Source: an optimization exercise on an open RTL-to-GDS flow (aim: a short achievable clock period and few clock cycles). Production flows keep margins and buffers that such runs may drop. The RTL was checked by simulation tests, not by an equivalence proof against the original design. Power is estimated from default activity; no workload was simulated.

## flow/design.v (module list and top-level ports; edited modules follow where they fit)
// module cellXor2: 3 lines
// module cellXnor2: 3 lines
// module cellAnd2: 3 lines
// module cellNand2: 3 lines
// module cellNand4: 3 lines
// module cellA22oi: 3 lines
// module cellNor2: 3 lines
// module cellOr2: 3 lines
// module cellAndN: 3 lines
// module cellOrN: 3 lines
// module cellMaj3: 3 lines
// module cellAo21: 3 lines
// module ksAdd: 77 lines
// module bypass4n: 19 lines
// module bypass2n: 13 lines
// module alu: 24 lines
// module mulStage2: 290 lines
// module mulStage1: 1305 lines
// module fetchSel: 21 lines
// module incAdd8: 42 lines
// module fetchDecode: 32 lines
// module lessThan: 22 lines
// module executeStage: 30 lines
// module mispredictGate: 8 lines
// module pcSelect: 8 lines
// module hazardUnit: 33 lines
// module lateSel: 8 lines
// module memWriteback: 11 lines
// module processor: 284 lines
module processor (
    input  logic           clock,
    input  logic           rstN,
    output cpuPkg::wordT   addressImem,
    input  cpuPkg::wordT   qImem,
    output cpuPkg::wordT   addressDmem,
    output cpuPkg::wordT   data,
    output logic           wren,
    input  cpuPkg::wordT   qDmem,
    output logic           ctrlWriteEnable,
    output cpuPkg::regIdxT ctrlWriteReg,
    output cpuPkg::regIdxT ctrlReadRegA,
    output cpuPkg::regIdxT ctrlReadRegB,
    output cpuPkg::wordT   dataWriteReg,
    input  cpuPkg::wordT   dataReadRegA,
    input  cpuPkg::wordT   dataReadRegB
);
  // ...
==> flow/flow/run.sh <==
#!/bin/bash
# Standard layout (the standard.sh, standard synthesis unchanged) with two
# changes: the port buffers use buf_6 instead of the smallest buffer the
# resizer picks by default, and timing repair may change a cell's footprint
# (sizing across cell variants). Every tool's output goes to flow_make.log
# here; ORFS keeps its per-step logs under orfs/logs.
set -euo pipefail
bash standard.sh MATCH_CELL_FOOTPRINT=0 "BUFFER_PORTS_ARGS=-buffer_cell sky130_fd_sc_hd__buf_6" finish > flow_make.log 2>&1
==> flow/standard.sh <==
#!/bin/bash
# synth_recipe.tcl (not shown) runs the flow's synth.tcl, then flattens the netlist and writes it again
# the make line also repeats each setting of config.mk as NAME=value (left out here)
make -C /OpenROAD-flow-scripts/flow DESIGN_CONFIG=/design/flow/config.mk WORK_HOME=/design/flow/orfs CLKGATE_MAP_FILE= SYNTH_SCRIPT=/design/flow/synth_recipe.tcl "${@:-finish}"
==> flow/config.mk <==
export PLATFORM = sky130hd
export DESIGN_NAME = processor
export DESIGN_NICKNAME = processor
export VERILOG_FILES = /design/flow/design.v
export SDC_FILE = /design/flow/constraint.sdc
export NUM_CORES = 4
export LEC_CHECK = 0
export CAP_MARGIN = 20
export CELL_PAD_IN_SITES_DETAIL_PLACEMENT = 1
export CELL_PAD_IN_SITES_GLOBAL_PLACEMENT = 2
export CORE_MARGIN = 2
export CORE_UTILIZATION = 30
export PLACE_DENSITY = 0.45
export SETUP_SLACK_MARGIN = 5.0
export SLEW_MARGIN = 20
export SYNTH_HIERARCHICAL = 1
export TNS_END_PERCENT = 25
==> flow/constraint.sdc <==
create_clock -name core_clock -period 8.0 [get_ports {clock}]
set_input_delay 1.6000 -clock core_clock [delete_from_list [all_inputs] [get_ports {clock}]]
set_output_delay 1.6000 -clock core_clock [all_outputs]
set_load 0.01 [all_outputs]
==> results.cfg, run 1 <==
[drt]
drtIter0Drc = 4583
ant_nets = 0
wl_met1_um = 154000

[clock_tree]
htreeDepth = 3
cts-resized-gates = 736
holdBufCountCts = 0

[layout]
final_cells = 9581
final_cell_mix = xor2_1, and2_1, a21o_1
multi_input_area_share = 0.598
nClkBuffers = 115

[place]
place_area_mm2 = 0.0631

[run_status]
status = complete, no violations

[yosys]
syn_inst = 6473

[global_routing]
grt_pass1_wl_um = 452000
antenna_found_initial = 17

[power]
p_leak_nw = 32.3
peakVddDrop_mv = 0.557
p_switching_mw = 13.1
p_comb_frac = 0.666

[floorplan]
die_h_um = 447
initial_core_util = 0.302
die_w_um = 447
die_area_mm2 = 0.200
io_pins = 275

[timing]
worst_slew_pin_slew_ns = 0.943
rsz0062_at_grt = yes
skew_ns = 0.0450

[setup_path]
slowest_delay_ns = 0.40
path_cells = buf_12 > a22oi_2 > buf_12 > clkinvlp_4 > buf_12 > maj3_2 > o221ai_4 > maj3_2 > xor2_2 > xor2_1 > buf_4 > maj3_2 > xor2_1 > xor2_1
crit_buf_inv = 5

[min_path]
hold_end = mIsMul
Testbench counts, summed over its fixed seeds: cycles 16,627.
==> module ksAdd, before the edit <==
module ksAdd #(
    parameter int SUB = 0,
    parameter int INV = 0,
    parameter int CIN = 0
) (
    input  wire [31:0] a,
    input  wire [31:0] b,
    input  wire        cin,
    output wire [31:0] s
);
    wire [31:0]  gRaw;
    wire [31:0]  p0;
    wire [31:0]  g0;
    wire [191:0] g;          
    wire [191:0] p;
    genvar l, i;
    generate
        for (i = 0; i < 32; i++) begin : gPg
            if (SUB && INV) begin : gSubInv
                cellXnor2 uP (.a(a[i]), .b(b[i]), .y(p0[i]));
                if (i == 0) begin : gCin
                    cellOrN uG (.a(b[i]), .b(a[i]), .y(g0[i]));    
                end else begin : gNoCin
                    cellAndN uG (.a(b[i]), .b(a[i]), .y(g0[i]));
                end
            end else if (SUB) begin : gSub
                cellXnor2 uP (.a(a[i]), .b(b[i]), .y(p0[i]));
                if (i == 0) begin : gCin
                    cellOrN uG (.a(a[i]), .b(b[i]), .y(g0[i]));    
                end else begin : gNoCin
                    cellAndN uG (.a(a[i]), .b(b[i]), .y(g0[i]));
                end
            end else if (INV) begin : gAddInv
                cellXor2 uP (.a(a[i]), .b(b[i]), .y(p0[i]));
                cellNor2 uG (.a(a[i]), .b(b[i]), .y(gRaw[i]));
            end else begin : gAdd
                cellXor2 uP (.a(a[i]), .b(b[i]), .y(p0[i]));
                cellAnd2 uG (.a(a[i]), .b(b[i]), .y(gRaw[i]));
            end
            if (!SUB) begin : gCinAdd
                if (i == 0 && CIN) begin : gDyn
                    cellAo21 uC (.g(gRaw[0]), .p(p0[0]), .gl(cin), .y(g0[0]));
                end else begin : gNone
                    assign g0[i] = gRaw[i];
                end
            end
        end
        assign g[31:0] = g0;
        assign p[31:0] = p0;
        for (l = 0; l < 5; l++) begin : gLevel
            for (i = 0; i < 32; i++) begin : gBit
                if (i >= (1 << l)) begin : gMerge
                    cellAo21 uG (.g(g[l*32+i]), .p(p[l*32+i]), .gl(g[l*32+i-(1<<l)]),
                                 .y(g[(l+1)*32+i]));
                    if (i >= (2 << l)) begin : gProp
                        cellAnd2 uP (.a(p[l*32+i]), .b(p[l*32+i-(1<<l)]), .y(p[(l+1)*32+i]));
                    end else begin : gNoProp
                        assign p[(l+1)*32+i] = 1'b0;
                    end
                end else begin : gPass
                    assign g[(l+1)*32+i] = g[l*32+i];
                    assign p[(l+1)*32+i] = 1'b0;
                end
            end
        end
        if (SUB) begin : gS0Sub
            assign s[0] = ~p0[0];
        end else if (CIN) begin : gS0Cin
            cellXor2 uS0 (.a(p0[0]), .b(cin), .y(s[0]));
        end else begin : gS0
            assign s[0] = p0[0];
        end
        for (i = 1; i < 32; i++) begin : gSum
            cellXor2 uS (.a(p0[i]), .b(g[160+i-1]), .y(s[i]));
        end
    endgenerate
endmodule
==> module alu, before the edit <==
module alu (
    input  wire [31:0] na,
    input  wire [31:0] nb,
    input  wire        sub,
    input  wire [4:0]  shamt,
    input  wire [3:0]  sel,       
    output wire [31:0] sum,       
    output wire [31:0] rest
);
    wire [31:0] a   = ~na;
    wire [31:0] b   = ~nb;
    wire [31:0] sll = a << shamt;
    wire [31:0] sra = $signed(a) >>> shamt;
    wire [31:0] t;                
    genvar i;
    generate
        for (i = 0; i < 32; i++) begin : gT
            cellXor2 uT (.a(nb[i]), .b(sub), .y(t[i]));
        end
    endgenerate
    ksAdd #(.SUB(0), .INV(1), .CIN(1)) uAdd (.a(na), .b(t), .cin(sub), .s(sum));
    assign rest = ({32{sel[0]}} & (a & b)) | ({32{sel[1]}} & (a | b)) |
                  ({32{sel[2]}} & sll) | ({32{sel[3]}} & sra);
endmodule
==> module fetchDecode, before the edit <==
module fetchDecode (
    input  wire [31:0] qImem,
    input  wire [31:0] pc,
    input  wire [23:0] pcHiLess,       
    input  wire [23:0] pcHiMore,       
    input  wire [31:0] seqPc,          
    input  wire        stall,
    output wire [31:0] fetchNext,      
    output wire        isJump,
    output wire        predTaken,      
    output wire [4:0]  srcB            
);
    wire [4:0] op = qImem[31:27];
    wire       isBranch = op == cpuPkg::opBne || op == cpuPkg::opBlt;
    wire       shortBack = qImem[16] & (&qImem[15:8]);      
    wire       shortFwd  = !(|qImem[16:8]) && (|qImem[7:0]);  
    wire       twoRegs   = qImem[26:22] != qImem[21:17];
    wire [7:0] lo;
    wire       carry;
    incAdd8 uLo (.a(pc[7:0]), .b(qImem[7:0]), .s(lo), .cout(carry));
    assign isJump    = op == cpuPkg::opJ;
    assign predTaken = isBranch && twoRegs && (shortBack || shortFwd);
    assign srcB      = (op == cpuPkg::opSw || isBranch) ? qImem[26:22] : qImem[16:12];
    wire selJump  = isJump && !stall;
    wire selTaken = predTaken && !stall;
    fetchSel uSel (
        .selJump, .selTakenSame(selTaken && (carry == qImem[16])),
        .selTakenBelow(selTaken && qImem[16] && !carry), .selTakenAbove(selTaken && !qImem[16] && carry),
        .selSeq(!selJump && !selTaken), .jumpPc({5'b0, qImem[26:0]}), .pcHi(pc[31:8]),
        .pcHiLess, .pcHiMore, .takenLo(lo), .seqPc, .y(fetchNext)
    );
endmodule
==> module memWriteback, before the edit <==
module memWriteback (
    input  wire        isLoad,
    input  wire        isMul,
    input  wire [31:0] qDmem,
    input  wire [31:0] product,
    input  wire [31:0] aluResult,
    output wire [31:0] result
);
    wire [31:0] rest = isLoad ? qDmem : isMul ? 32'd0 : aluResult;
    lateSel uSel (.late(product), .selLate(isMul), .rest, .y(result));
endmodule
==> module processor, before the edit <==
module processor (
    input  logic           clock,
    input  logic           rstN,
    output cpuPkg::wordT   addressImem,
    input  cpuPkg::wordT   qImem,
    output cpuPkg::wordT   addressDmem,
    output cpuPkg::wordT   data,
    output logic           wren,
    input  cpuPkg::wordT   qDmem,
    output logic           ctrlWriteEnable,
    output cpuPkg::regIdxT ctrlWriteReg,
    output cpuPkg::regIdxT ctrlReadRegA,
    output cpuPkg::regIdxT ctrlReadRegB,
    output cpuPkg::wordT   dataWriteReg,
    input  cpuPkg::wordT   dataReadRegA,
    input  cpuPkg::wordT   dataReadRegB
);
    logic [31:0] pc;
    logic [31:0] pcPlusOne;
    logic [23:0] pcHiLess;
    logic [23:0] pcHiMore;
    logic [31:0] fetchNext;
    logic [31:0] pcNext;
    logic [31:0] pcOutNext;
    logic [31:0] pcOut;                 
    logic        fIsJump;
    logic        fPred;
    logic [31:0] dxRedir;               
    logic        stall;                 
    logic [31:0] seqPc;
    logic [4:0]  fSrcB;
    logic [3:0]  xBrKind;
    logic        xKill;                 
    logic        brEq, brLt;
    logic [3:0]  redirPart;             
    logic        redirect;              
    assign pcPlusOne   = pc + 32'd1;
    assign pcHiLess    = pc[31:8] - 24'd1;
    assign pcHiMore    = pc[31:8] + 24'd1;
    assign addressImem = pcOut;
    assign seqPc       = stall ? pc : pcPlusOne;
    fetchDecode uFetch (
        .qImem, .pc, .pcHiLess, .pcHiMore, .seqPc, .stall, .fetchNext, .isJump(fIsJump),
        .predTaken(fPred), .srcB(fSrcB)
    );
    genvar gi;
    generate
        for (gi = 0; gi < 4; gi++) begin : gPc
            mispredictGate uMis (
                .kind(xBrKind & {4{!xKill}}), .eq(brEq), .lt(brLt), .y(redirPart[gi])
            );
            pcSelect uPcSel (
                .redirect(redirPart[gi]), .redirPc(dxRedir[gi*8 +: 8]),
                .nextPc(fetchNext[gi*8 +: 8]), .y(pcNext[gi*8 +: 8])
            );
            pcSelect uPcSelOut (
                .redirect(redirPart[gi]), .redirPc(dxRedir[gi*8 +: 8]),
                .nextPc(fetchNext[gi*8 +: 8]), .y(pcOutNext[gi*8 +: 8])
            );
        end
    endgenerate
    mispredictGate uMis (.kind(xBrKind & {4{!xKill}}), .eq(brEq), .lt(brLt), .y(redirect));
    always_ff @(posedge clock or negedge rstN) begin
        if (!rstN) begin
            pc    <= '0;
            pcOut <= '0;
        end else begin
            pc    <= pcNext;
            pcOut <= pcOutNext;
        end
    end
    logic [31:0] fdIr;
    logic        fdValid;
    logic        fdPred;
    logic [4:0]  fdSrcB;                
    logic [4:0]  fdRs;                  
    logic [31:0] fdPc;                  
    always_ff @(posedge clock or negedge rstN) begin
        if (!rstN) begin
            fdIr    <= nopWord;
            fdPred  <= 1'b0;
            fdSrcB  <= '0;
            fdRs    <= '0;
            fdValid <= 1'b0;
        end else begin
            if (!stall) begin
                fdIr   <= fIsJump ? nopWord : qImem;
                fdPred <= fPred;
                fdSrcB <= fIsJump ? 5'd0 : fSrcB;
                fdRs   <= qImem[21:17];
            end
            fdValid <= !redirect && (fdValid || !stall);
        end
    end
    always_ff @(posedge clock) begin
        if (!stall) begin
            fdPc <= pcPlusOne;
        end
    end
    logic [4:0] dOp, dRd, dRs, dRt, dFn, dSrcB;
    logic       dIsAlu, dIsAddi, dIsLw, dIsSw, dIsBne, dIsBlt, dIsMul, dIsShift;
    logic       dWrites, dUsesA, dUsesB, dImmNZ, dUseImm;
    logic [1:0] dCat;                   
    logic [31:0] dRedirSum;
    logic [31:0] dImm;
    assign dOp  = fdIr[31:27];
    assign dRd  = fdIr[26:22];
    assign dRs  = fdIr[21:17];
    assign dRt  = fdIr[16:12];
    assign dFn  = fdIr[6:2];
    assign dImm = {{15{fdIr[16]}}, fdIr[16:0]};
    assign dImmNZ = |fdIr[16:0];
    assign dIsAlu   = fdValid && dOp == opAlu;
    assign dIsAddi  = fdValid && dOp == opAddi;
    assign dIsLw    = fdValid && dOp == opLw;
    assign dIsSw    = fdValid && dOp == opSw;
    assign dIsBne   = fdValid && dOp == opBne;
    assign dIsBlt   = fdValid && dOp == opBlt;
    assign dIsMul   = dIsAlu && dFn == aluMul;
    assign dIsShift = dIsAlu && (dFn == aluSll || dFn == aluSra);
    assign dWrites  = (dIsAlu || dIsAddi || dIsLw) && dRd != 5'd0;
    assign dSrcB    = fdSrcB;
    assign dUsesA   = dIsAlu || dIsAddi || dIsLw || dIsSw || dIsBne || dIsBlt;
    assign dUsesB   = (dIsAlu && !dIsShift) || dIsBne || dIsBlt || dIsSw;
    assign dUseImm  = dOp == opAddi || dOp == opLw || dOp == opSw;
    assign dCat     = {dOp == opAlu && (dFn == aluAnd || dFn == aluOr || dFn == aluSll || dFn == aluSra),
                       (dOp == opAlu && (dFn == aluAdd || dFn == aluSub)) || dUseImm};
    assign ctrlReadRegA = fdRs;
    assign ctrlReadRegB = dSrcB;
    logic        xWrites, xLate, xIsLoad, xIsMul, xIsSw;
    logic [1:0]  xCat;
    logic        xSub;
    logic [4:0]  xRd;
    logic [31:0] dxA, dxB, dxBAlu;      
    logic [3:0]  xSelA, xSelB;          
    logic [3:0]  xSelAc, xSelBc;        
    logic [1:0]  xSelAm, xSelBm;        
    logic [3:0]  xAluSel;
    logic [4:0]  xShamt;
    logic        xWritesE, xLateE;      
    logic        mWrites, mLate, mIsLoad, mIsMul, mIsSw;
    logic [1:0]  mCat;
    logic [4:0]  mRd;
    logic [3:0]  dSelA, dSelBAlu, dSelAc, dSelBc;
    logic [1:0]  dSelAm, dSelBm;
    logic        stallC, stallM;
    assign xWritesE = xWrites && !xKill;
    assign xLateE   = xLate && !xKill;
    hazardUnit uHazard (
        .rs(dRs), .srcB(dSrcB), .usesA(dUsesA), .usesB(dUsesB), .isMul(dIsMul), .bImm(dUseImm),
        .xWrites(xWritesE), .xLate(xLateE), .xCat, .xRd, .mWrites, .mRd,
        .stall, .selA(dSelA), .selB(), .selBAlu(dSelBAlu), .selAMul(), .selBMul()
    );
    hazardUnit uHazardC (
        .rs(dRs), .srcB(dSrcB), .usesA(dUsesA), .usesB(dUsesB), .isMul(dIsMul), .bImm(dUseImm),
        .xWrites(xWritesE), .xLate(xLateE), .xCat, .xRd, .mWrites, .mRd,
        .stall(stallC), .selA(dSelAc), .selB(dSelBc), .selBAlu(), .selAMul(), .selBMul()
    );
    hazardUnit uHazardM (
        .rs(dRs), .srcB(dSrcB), .usesA(dUsesA), .usesB(dUsesB), .isMul(dIsMul), .bImm(dUseImm),
        .xWrites(xWritesE), .xLate(xLateE), .xCat, .xRd, .mWrites, .mRd,
        .stall(stallM), .selA(), .selB(), .selBAlu(), .selAMul(dSelAm), .selBMul(dSelBm)
    );
    ksAdd #(.SUB(0), .INV(0), .CIN(0)) uRedir (.a(fdPc), .b(dImm), .cin(1'b0), .s(dRedirSum));
    always_ff @(posedge clock or negedge rstN) begin
        if (!rstN) begin
            xKill   <= 1'b0;
            xWrites <= 1'b0;
            xLate   <= 1'b0;
            xIsLoad <= 1'b0;
            xIsMul  <= 1'b0;
            xIsSw   <= 1'b0;
            xBrKind <= '0;
            xCat    <= '0;
            xRd     <= '0;
        end else begin
            xKill <= redirect;
            if (stall) begin
                xWrites <= 1'b0;
                xLate   <= 1'b0;
                xIsLoad <= 1'b0;
                xIsMul  <= 1'b0;
                xIsSw   <= 1'b0;
                xBrKind <= '0;
                xCat    <= '0;
                xRd     <= '0;
            end else begin
                xWrites <= dWrites;
                xLate   <= dWrites && (dIsLw || dIsMul);
                xIsLoad <= dIsLw;
                xIsMul  <= dIsMul;
                xIsSw   <= dIsSw;
                xBrKind <= {dIsBlt && !fdPred && dImmNZ, dIsBlt && fdPred,
                            dIsBne && !fdPred && dImmNZ, dIsBne && fdPred};
                xCat    <= dCat;
                xRd     <= dRd;
            end
        end
    end
    always_ff @(posedge clock) begin
        dxA     <= dataReadRegA;
        dxB     <= dataReadRegB;
        dxBAlu  <= dUseImm ? dImm : dataReadRegB;
        dxRedir <= fdPred ? fdPc : dRedirSum;
        xSub    <= dOp == opAlu && dFn == aluSub;
        xSelA   <= dSelA;
        xSelB   <= dSelBAlu;
        xSelAc  <= dSelAc;
        xSelBc  <= dSelBc;
        xSelAm  <= dSelAm;
        xSelBm  <= dSelBm;
        xAluSel <= {dFn == aluSra, dFn == aluSll, dFn == aluOr, dFn == aluAnd};
        xShamt  <= fdIr[11:7];
    end
    logic [31:0] xmSum, xmRest, mwO;
    logic [31:0] nAluA, nAluB, nCmpA, nCmpB, nMulA, nMulB;
    logic [31:0] aluSum, aluRest;
    bypass4n uBypAluA (.sel(xSelA),  .r(dxA),    .mSum(xmSum), .mRest(xmRest), .w(mwO), .ny(nAluA));
    bypass4n uBypAluB (.sel(xSelB),  .r(dxBAlu), .mSum(xmSum), .mRest(xmRest), .w(mwO), .ny(nAluB));
    bypass4n uBypCmpA (.sel(xSelAc), .r(dxA),    .mSum(xmSum), .mRest(xmRest), .w(mwO), .ny(nCmpA));
    bypass4n uBypCmpB (.sel(xSelBc), .r(dxB),    .mSum(xmSum), .mRest(xmRest), .w(mwO), .ny(nCmpB));
    bypass2n uBypMulA (.sel(xSelAm), .r(dxA), .w(mwO), .ny(nMulA));
    bypass2n uBypMulB (.sel(xSelBm), .r(dxB), .w(mwO), .ny(nMulB));
    alu uAlu (
        .na(nAluA), .nb(nAluB), .sub(xSub), .shamt(xShamt), .sel(xAluSel),
        .sum(aluSum), .rest(aluRest)
    );
    executeStage uBranch (.nA(nCmpA), .nB(nCmpB), .eq(brEq), .lt(brLt));
    localparam int mulBitsW = 119;
    logic [mulBitsW-1:0] mulBits, xmMulBits;
    mulStage1 uMul1 (.na(nMulA), .nb(nMulB), .bits(mulBits));
    logic [31:0] xmB;
    always_ff @(posedge clock or negedge rstN) begin
        if (!rstN) begin
            mWrites <= 1'b0;
            mLate   <= 1'b0;
            mIsLoad <= 1'b0;
            mIsMul  <= 1'b0;
            mIsSw   <= 1'b0;
            mCat    <= '0;
            mRd     <= '0;
        end else begin
            mWrites <= xWritesE;
            mLate   <= xLateE;
            mIsLoad <= xIsLoad && !xKill;
            mIsMul  <= xIsMul && !xKill;
            mIsSw   <= xIsSw && !xKill;
            mCat    <= xCat;
            mRd     <= xRd;
        end
    end
    always_ff @(posedge clock) begin
        xmSum     <= aluSum;
        xmRest    <= aluRest;
        xmB       <= ~nCmpB;
        xmMulBits <= mulBits;
    end
    logic [31:0] product, mResult, mAlu;
    logic        wWrites;
    logic [4:0]  wRd;
    mulStage2 uMul2 (.bits(xmMulBits), .product);
    assign mAlu = mCat[0] ? xmSum : xmRest;
    memWriteback uMemWb (
        .isLoad(mIsLoad), .isMul(mIsMul), .qDmem, .product, .aluResult(mAlu), .result(mResult)
    );
    assign addressDmem = xmSum;         
    assign wren        = mIsSw;
    assign data        = xmB;
    always_ff @(posedge clock or negedge rstN) begin
        if (!rstN) begin
            wWrites <= 1'b0;
            wRd     <= '0;
        end else begin
            wWrites <= mWrites;
            wRd     <= mRd;
        end
    end
    always_ff @(posedge clock) begin
        mwO <= mResult;
    end
    assign dataWriteReg    = mwO;
    assign ctrlWriteEnable = wWrites;
    assign ctrlWriteReg    = wRd;
endmodule
==> run 2: changes to the inputs <==
--- a/flow/design.v
+++ b/flow/design.v
@@ -64,3 +64,4 @@
     parameter int INV = 0,
-    parameter int CIN = 0
+    parameter int CIN = 0,
+    parameter int DUP = 0
 ) (
@@ -69,3 +70,4 @@
     input  wire        cin,
-    output wire [31:0] s
+    output wire [31:0] s,
+    output wire [31:0] s2         
 );
@@ -136,2 +138,16 @@
         end
+        if (DUP) begin : gDup
+            if (SUB) begin : gS0Sub
+                assign s2[0] = ~p0[0];
+            end else if (CIN) begin : gS0Cin
+                cellXor2 uS0 (.a(p0[0]), .b(cin), .y(s2[0]));
+            end else begin : gS0
+                assign s2[0] = p0[0];
+            end
+            for (i = 1; i < 32; i++) begin : gSum2
+                cellXor2 uS (.a(p0[i]), .b(g[160+i-1]), .y(s2[i]));
+            end
+        end else begin : gNoDup
+            assign s2 = s;
+        end
     endgenerate
@@ -177,2 +193,3 @@
     output wire [31:0] sum,       
+    output wire [31:0] sum2,      
     output wire [31:0] rest
@@ -190,3 +207,3 @@
     endgenerate
-    ksAdd #(.SUB(0), .INV(1), .CIN(1)) uAdd (.a(na), .b(t), .cin(sub), .s(sum));
+    ksAdd #(.SUB(0), .INV(1), .CIN(1), .DUP(1)) uAdd (.a(na), .b(t), .cin(sub), .s(sum), .s2(sum2));
     assign rest = ({32{sel[0]}} & (a & b)) | ({32{sel[1]}} & (a | b)) |
@@ -1862,2 +1879,10 @@
 endmodule
+module srcBSel (
+    input  wire [31:0] ir,
+    output wire [4:0]  srcB
+);
+    wire [4:0] op = ir[31:27];
+    assign srcB = (op == cpuPkg::opSw || op == cpuPkg::opBne || op == cpuPkg::opBlt) ?
+                  ir[26:22] : ir[16:12];
+endmodule
 module fetchDecode (
@@ -1872,3 +1897,4 @@
     output wire        predTaken,      
-    output wire [4:0]  srcB            
+    output wire [4:0]  srcB,           
+    output wire [4:0]  srcBOut         
 );
@@ -1884,3 +1910,4 @@
     assign predTaken = isBranch && twoRegs && (shortBack || shortFwd);
-    assign srcB      = (op == cpuPkg::opSw || isBranch) ? qImem[26:22] : qImem[16:12];
+    srcBSel uSrcB (.ir(qImem), .srcB);
+    srcBSel uSrcBOut (.ir(qImem), .srcB(srcBOut));
     wire selJump  = isJump && !stall;
@@ -2018,3 +2045,4 @@
     input  wire [31:0] aluResult,
-    output wire [31:0] result
+    output wire [31:0] result,
+    output wire [31:0] result2         
 );
@@ -2022,2 +2050,3 @@
     lateSel uSel (.late(product), .selLate(isMul), .rest, .y(result));
+    lateSel uSel2 (.late(product), .selLate(isMul), .rest, .y(result2));
 endmodule
@@ -2058,2 +2087,3 @@
     logic [4:0]  fSrcB;
+    logic [4:0]  fSrcBOut;
     logic [3:0]  xBrKind;
@@ -2070,3 +2100,3 @@
         .qImem, .pc, .pcHiLess, .pcHiMore, .seqPc, .stall, .fetchNext, .isJump(fIsJump),
-        .predTaken(fPred), .srcB(fSrcB)
+        .predTaken(fPred), .srcB(fSrcB), .srcBOut(fSrcBOut)
     );
@@ -2103,2 +2133,3 @@
     logic [4:0]  fdRs;                  
+    logic [4:0]  fdSrcBOut;             
     logic [31:0] fdPc;                  
@@ -2110,2 +2141,3 @@
             fdRs    <= '0;
+            fdSrcBOut <= '0;
             fdValid <= 1'b0;
@@ -2117,2 +2149,3 @@
                 fdRs   <= qImem[21:17];
+                fdSrcBOut <= fSrcBOut;
             end
@@ -2155,3 +2188,3 @@
     assign ctrlReadRegA = fdRs;
-    assign ctrlReadRegB = dSrcB;
+    assign ctrlReadRegB = fdSrcBOut;
     logic        xWrites, xLate, xIsLoad, xIsMul, xIsSw;
@@ -2190,3 +2223,3 @@
     );
-    ksAdd #(.SUB(0), .INV(0), .CIN(0)) uRedir (.a(fdPc), .b(dImm), .cin(1'b0), .s(dRedirSum));
+    ksAdd #(.SUB(0), .INV(0), .CIN(0)) uRedir (.a(fdPc), .b(dImm), .cin(1'b0), .s(dRedirSum), .s2());
     always_ff @(posedge clock or negedge rstN) begin
@@ -2243,3 +2276,4 @@
     logic [31:0] nAluA, nAluB, nCmpA, nCmpB, nMulA, nMulB;
-    logic [31:0] aluSum, aluRest;
+    logic [31:0] aluSum, aluSum2, aluRest;
+    logic [31:0] xmAddr;                
     bypass4n uBypAluA (.sel(xSelA),  .r(dxA),    .mSum(xmSum), .mRest(xmRest), .w(mwO), .ny(nAluA));
@@ -2252,3 +2286,3 @@
         .na(nAluA), .nb(nAluB), .sub(xSub), .shamt(xShamt), .sel(xAluSel),
-        .sum(aluSum), .rest(aluRest)
+        .sum(aluSum), .sum2(aluSum2), .rest(aluRest)
     );
@@ -2280,2 +2314,3 @@
         xmSum     <= aluSum;
+        xmAddr    <= aluSum2;
         xmRest    <= aluRest;
@@ -2284,3 +2319,4 @@
     end
-    logic [31:0] product, mResult, mAlu;
+    logic [31:0] product, mResult, mResult2, mAlu;
+    logic [31:0] mwOut;                 
     logic        wWrites;
@@ -2290,5 +2326,5 @@
     memWriteback uMemWb (
-        .isLoad(mIsLoad), .isMul(mIsMul), .qDmem, .product, .aluResult(mAlu), .result(mResult)
+        .isLoad(mIsLoad), .isMul(mIsMul), .qDmem, .product, .aluResult(mAlu), .result(mResult), .result2(mResult2)
     );
-    assign addressDmem = xmSum;         
+    assign addressDmem = xmAddr;        
     assign wren        = mIsSw;
@@ -2305,5 +2341,6 @@
     always_ff @(posedge clock) begin
-        mwO <= mResult;
+        mwO   <= mResult;
+        mwOut <= mResult2;
     end
-    assign dataWriteReg    = mwO;
+    assign dataWriteReg    = mwOut;
     assign ctrlWriteEnable = wWrites;
==> run 2 against run 1 <==
Non-clock buffer count rose by 61; wire length rose by 6.3%; total power rose by 4.6%; register-to-register slack improved by 0.03 ns; sequential share of layout area rose by 0.88 points; sequential power rose by about 10%; clock skew rose by 0.014 ns; utilization rose by 0.58 points; critical path type unchanged.
==> results.cfg, run 2 <==
[layout]
regMostFlops = xmMulBits
final_common_cell = xor2_1
largest_reg_flops = 119
final_nets = 7230
syn2layout_area_growth_pct = 32.8
final_cell_mix = xor2_1, a21o_1, and2_1
final_layout_size_suffix_gt1_frac = 0.387
final_cells = 9848

[timing]
fin_ws_ns = 4.52
max_slew_margin = 0.218
skew_ns = 0.0590
fin_hold_ws_ns = 0.464
fin_crit_sh = 0.436
finalHoldViolCount = 0
setup_tns_ns = 0
final_max_slew_viol_count = 0
worst_slew_pin_slew_ns = 1.17
rsz0062_at_grt = yes
finalSetupViolations = 0
min_period_ns = 3.48
fmax_mhz = 287

[floorplan]
design.core.area_mm2 = 0.203
num_rows = 165
die_w_um = 456
die_h_um = 456
initial_core_util = 0.302
io_pins = 275
die_area_mm2 = 0.208

[drt]
ant_nets = 0
wire_per_inst_um = 36.2
drtIter0Drc = 4810
drtPass1Iterations = 6
drt-vias-per-instance = 5.84
finalWirelength_um = 357000
vias = 57508
drcViolationCount = 0

[power]
switching_share = 0.489
pwr-share-clk = 0.156
pwr-share-seq = 0.198
p_switching_mw = 13.4
cellPowerDensity_mw_per_mm2 = 337
p_comb_frac = 0.646
power_mw = 27.4
power.internal_mw = 14.0
p_leak_nw = 34.4
peakVddDrop_mv = 0.454

[run_status]
status = complete, no violations

[yosys]
synth_area_mm2 = 0.0612
yosysWarnings = 7
syn_inst = 6618
avgSynthCellArea_um2 = 9.25

[setup_path]
start_kind = flop
endpoint_kind = flop
critical_path_peak_fanout = 15
worst-setup-path-type = flop to flop
slowest_delay_ns = 0.42
cp_data_required_time_ns = 8.66
worst_path_max_delay_cell = dfxtp_4
crit_path_frequent_cell = xor2_1
path_cells = buf_8 > a22oi_2 > clkbuf_16 > buf_12 > nand2_8 > o221a_2 > o22ai_2 > xor2_1 > xor2_1 > xor2_1 > xor2_1 > xor2_1 > xor2_1
worstPathArrival_ns = 4.14

[place]
hpwl_um = 229000
pre_cts_ws_ns = 3.32
post-place-cells = 9062
io_buffers = 274
gp_congestion = 0.894

[min_path]
holdCritPathClass = flop to flop

[clock_tree]
cts.sinks = 647
holdBufCountCts = 0
cts_tree = yes
clk_latency_ns = 0.76
htreeDepth = 3
cts_buffers = 88
cts_root_buffer = clkbuf_16
clk_pin_slew_worst_paths_ns = 0.06
cts_buffer_depth = 3

[global_routing]
grt_use_total = 0.326
grt_start_max_net_pins = 81
antenna_found_initial = 18
grt_pass1_wl_um = 484000
grt_overflow_total = 0
grt_pass1_vias = 57554

[run]
maxCapViolCount = 0
==> run 2: what timing repair did <==
action / 4_1_cts / 5_1_grt
setup buffers: 391 / 110
cloned: 98 / 17
gates resized for setup: 957 / 387
hold endpoints to repair: 0 / 0
pin swaps: 255 / 257
setup endpoints to repair: 390 / 308
==> run 2: path summary, 6_finish.rpt <==
path	endpoint	slack, ns	cells after the start	startpoint
worst max-delay path	xmMulBits[98]	4.52	13	xSelBm[1]
worst min-delay path	pcOut[14]	0.46	1	dxRedir[14]
worst max register to register	xmMulBits[98]	4.52	13	xSelBm[1]
worst min register to register	pcOut[14]	0.46	1	dxRedir[14]
max in group asynchronous	mIsMul	5.50	2	rstN
min in group asynchronous	pcOut[22]	0.95	1	rstN
==> run 2: cell type report <==
type	instances	area, um^2
timing repair buffer	1047	12700
clock buffer	115	2410
sequential	647	14200
tap	2672	3340
clock inverter	50	677
inverter	117	517
antenna	4	10.0
fill	22201	121000
multi-input combinational	5196	47500
==> run 2: critical path: cells and delay by family, from the launching register on <==
| kind | cells | cell delay [ns] |
|---|---|---|
| xor+xnor | 6 | 1.53 |
| simple gates | 1 | 0.11 |
| buf+inv | 3 | 0.54 |
| compound gates | 3 | 0.74 |
| flops | 1 | 0.42 |
==> run 2: power by group through the flow <==
stage,sequential [mW],combinational [mW],clock [mW]
after floorplan,4.77,9.56,0
after global placement,5.43,14.2,0
after detailed placement,5.43,14.2,0
after CTS,5.38,15.3,4.38
after global routing,5.51,18.7,4.50
final,5.44,17.7,4.28
==> run 2: per-stage QoR <==
step / util / cell area, um^2
4_1_cts: 0.385 / 77900
3_3_place_gp: 0.322 / 65300
2_1_floorplan: - / 61500
5_1_grt: 0.402 / 81300
6_report: 0.402 / 81300
3_5_place_dp: 0.322 / 65300
==> run 2: layer usage <==
metal,vias to the layer above,wire (um),part of all wire,global-route usage
li1,24919,-,-,-
met1,30089,153000,0.43,0.424
met2,1908,166000,0.46,0.538
met3,582,17400,0.049,0.0397
met4,10,20500,0.058,0.149
met5,-,73,0.00020,0
Testbench counts of run 2, summed over its fixed seeds: cycles 16,627.

port drivers added, routing unchanged:
No port has a modelled driver above. Below, the same layouts with a new extraction and two added sets of constraints.
Step 1: set_driving_cell puts a clkbuf_16 on clock and a buf_2 on each other input, an assumption about the parent block.
Step 2 also shifts input and output timing later by t, the mid clock arrival at the registers, as if the neighbouring blocks saw the same clock.
Three values: no drivers, after step 1, after step 2; two values: the first two.
| run | shift t [ns] | slack for setup (ns) | worst setup path after step 2 | clock arrival spread, ns | slew at the worst register clock pin (ns) |
|---|---|---|---|---|---|
| run 1 | 0.834 | 4.485 / 4.485 / 3.964 | input to register | 0.045 / 0.045 | 0.07 / 0.07 |
| run 2 | 0.818 | 4.515 / 4.515 / 3.915 | input to register | 0.061 / 0.061 | 0.07 / 0.07 |
After both steps setup and hold are still met in every run listed. For run 2, which loses most, drivers alone change the setup slack by 0.000 ns; drivers and shift together by -0.600 ns.
